Background: an optimization exercise with open tools, aiming at small area, a short achievable clock period and few clock cycles per item. Do not read the settings as production practice.
At most, simulation tests tie the RTL to the original design; equivalence was not proved.

== lane 1 ==
==> flow/design.v (excerpt) <==
module edge_period_tachometer #(
	parameter int CHANNELS      = 2,
	parameter int CAPTURE_BITS  = 16,
	parameter int OVERFLOW_BITS = 8
) (
	input  wire                                 clk,
	input  wire                                 arst_n,
	input  wire                                 psel,
	input  wire                                 penable,
	input  wire                                 pwrite,
	input  wire  [etach_pkg::PADDR_W-1:0]       paddr,
	input  wire  [etach_pkg::PDATA_W-1:0]       pwdata,
	output logic [etach_pkg::PDATA_W-1:0]       prdata,
	output logic                                pready,
	input  wire                                 in_valid,
	output logic                                in_ready,
	input  wire                                 operation,
	input  wire                                 channel,
	input  wire  [CAPTURE_BITS-1:0]             capture,
	output logic                                out_valid,
	input  wire                                 out_ready,
	output logic                                result_channel,
	output logic [etach_pkg::REV_W-1:0]         revolutions,
	output logic [etach_pkg::ELAPSED_W-1:0]     elapsed_ticks,
	output logic                                saturated
);
Size in the first run: about 2100 cells after synthesis, ~370 flip-flops, roughly 140 I/O pins, roughly 21000 um^2 of cells after synthesis.
export LEC_CHECK = 0
export CAP_MARGIN = 20
export CORE_MARGIN = 2
export CORE_UTILIZATION = 55
export CTS_BUF_LIST = sky130_fd_sc_hd__clkbuf_16
export CTS_CLUSTER_DIAMETER = 80
export CTS_CLUSTER_SIZE = 25
export SETUP_SLACK_MARGIN = 4.0
export SLEW_MARGIN = 20
create_clock -name core_clock -period 7.0 [get_ports {clk}]
standard.sh (not shown) runs the stock make flow with config.mk's settings and CLKGATE_MAP_FILE= SYNTH_SCRIPT=/design/flow/synth_recipe.tcl, a recipe that flattens the netlist after the stock synthesis.
==> flow/flow/run.sh <==
#!/bin/bash
# The standard layout, with plain buffers on the ports instead of the
# delay buffers buffer_ports picks by default.
set -euo pipefail
export BUFFER_PORTS_ARGS="-buffer_cell sky130_fd_sc_hd__buf_1"
bash standard.sh > standard_flow.log 2>&1
Testbench counts of lane 1, summed over its fixed seeds: cycles 39,140, items 8,529.
The inputs of lane 5 differ from those of lane 1 as listed below.
-- flow/design.v --
<<< lane 1, line 245
		end
	end
	always_ff @(posedge clk) begin
		if (p_load) begin
>>> lane 5, line 245
		end
	end
	logic             p_fin_q;   
	logic [ACC_W-1:0] p_b;
	logic [ACC_W-1:0] p_sum;
	assign p_b   = (p_ovf_q[0] ? ACC_W'(p_sp_q) : ACC_W'(0))
	             | (p_fin_q ? ACC_W'({p_acc_q[19:0], 1'b0}) : ACC_W'(0));
	assign p_sum = p_acc_q + p_b;
	always_ff @(posedge clk) begin
		if (p_load) begin
<<< lane 1, line 252
			p_sp_q  <= SP_W'(counter_span);
			p_ovf_q <= m_ovf;
		end else begin
			p_acc_q <= p_acc_q + (p_ovf_q[0] ? ACC_W'(p_sp_q) : ACC_W'(0));
			p_sp_q  <= p_sp_q << 1;
			p_ovf_q <= p_ovf_q >> 1;
		end
		p_m_q    <= n_m;
>>> lane 5, line 258
			p_sp_q  <= SP_W'(counter_span);
			p_ovf_q <= m_ovf;
			p_fin_q <= (m_ovf == '0);
		end else begin
			if (!p_fin_q) begin
				p_acc_q <= p_sum;
			end
			p_sp_q  <= p_fin_q ? SP_W'(p_sum) : (p_sp_q << 1);
			p_ovf_q <= p_ovf_q >> 1;
			p_fin_q <= (p_ovf_q[OVERFLOW_BITS-1:1] == '0);
		end
		p_m_q    <= n_m;
<<< lane 1, line 363
			d_sat_q <= p_sat_q || p_big_q || p_zero_q || (p_one_q && rbig_q);
			d_t_q   <= h_t;
			d_t3_q  <= 22'(p_acc_q[19:0]) + {1'b0, p_acc_q[19:0], 1'b0};
			d_qp_q  <= h_qp;
		end else if (d_run_q) begin
>>> lane 5, line 373
			d_sat_q <= p_sat_q || p_big_q || p_zero_q || (p_one_q && rbig_q);
			d_t_q   <= h_t;
			d_t3_q  <= p_sp_q[21:0];
			d_qp_q  <= h_qp;
		end else if (d_run_q) begin
## What came out
Lane 5 against lane 1: pin count of the biggest net entering global routing went down by 11, count of cell instances traversed by the critical path went down by 3. Compared with lane 1, lane 5 shows a lower adder and majority gate portion of the synthesized area. Looking at the reports, lane 5 completed the entire flow and the layout it produced met the timing, design-rule and antenna checks. Lane 5 has placed cell count below what lane 1 had. Delta (lane 5 minus lane 1): minimum clock period after layout higher, die area went down by 1100 um^2, number of instances in the synthesized netlist went down 133, starting density of the core closely matched the old numbers, cell count down 6.0%. Lane 1 → lane 5: global routing usage on met3 has increased; synthesized area saw a decrease. Area of all sequential standard cells ends up higher on lane 5. Lane 1 ended up with sky130_fd_sc_hd__dfxtp_4 as its cell type of the slowest stage on the worst timing path; lane 5 ended up with sky130_fd_sc_hd__fa_2. Lane 5 ended with less multi-input logic portion of the cell area than lane 1.
Function not checked in lane 5: the RTL went through the layout flow alone.

==> what the ideal ports hide <==
The flow's constraints put no driver on any port. The routed layouts listed below were extracted and timed again, unchanged, in two steps.
Step 1, drivers: a clkbuf_16 drives clk and a buf_2 each remaining input, both assumed.
Step 2 moves the port delays by t, midway between the first and last clock arrival at a register: inputs arrive t later, outputs are due t later. That takes back most of the time a late clock gives input paths.
Slacks: ideal / step 1 / step 2; pairs: ideal / step 1.
run | t (ns) | slack for setup (ns) | hold slack, ns
lane 1 | 0.615 | 3.930 / 3.930 / 3.497 | 0.428 / 0.428 / 0.428
lane 5 | 0.621 | 3.802 / 3.802 / 3.359 | 0.426 / 0.426 / 0.426
After both steps setup and hold are still met in every run listed. The setup slack of lane 5, which loses most, moves by 0.000 ns with the drivers and by -0.443 ns with both steps.
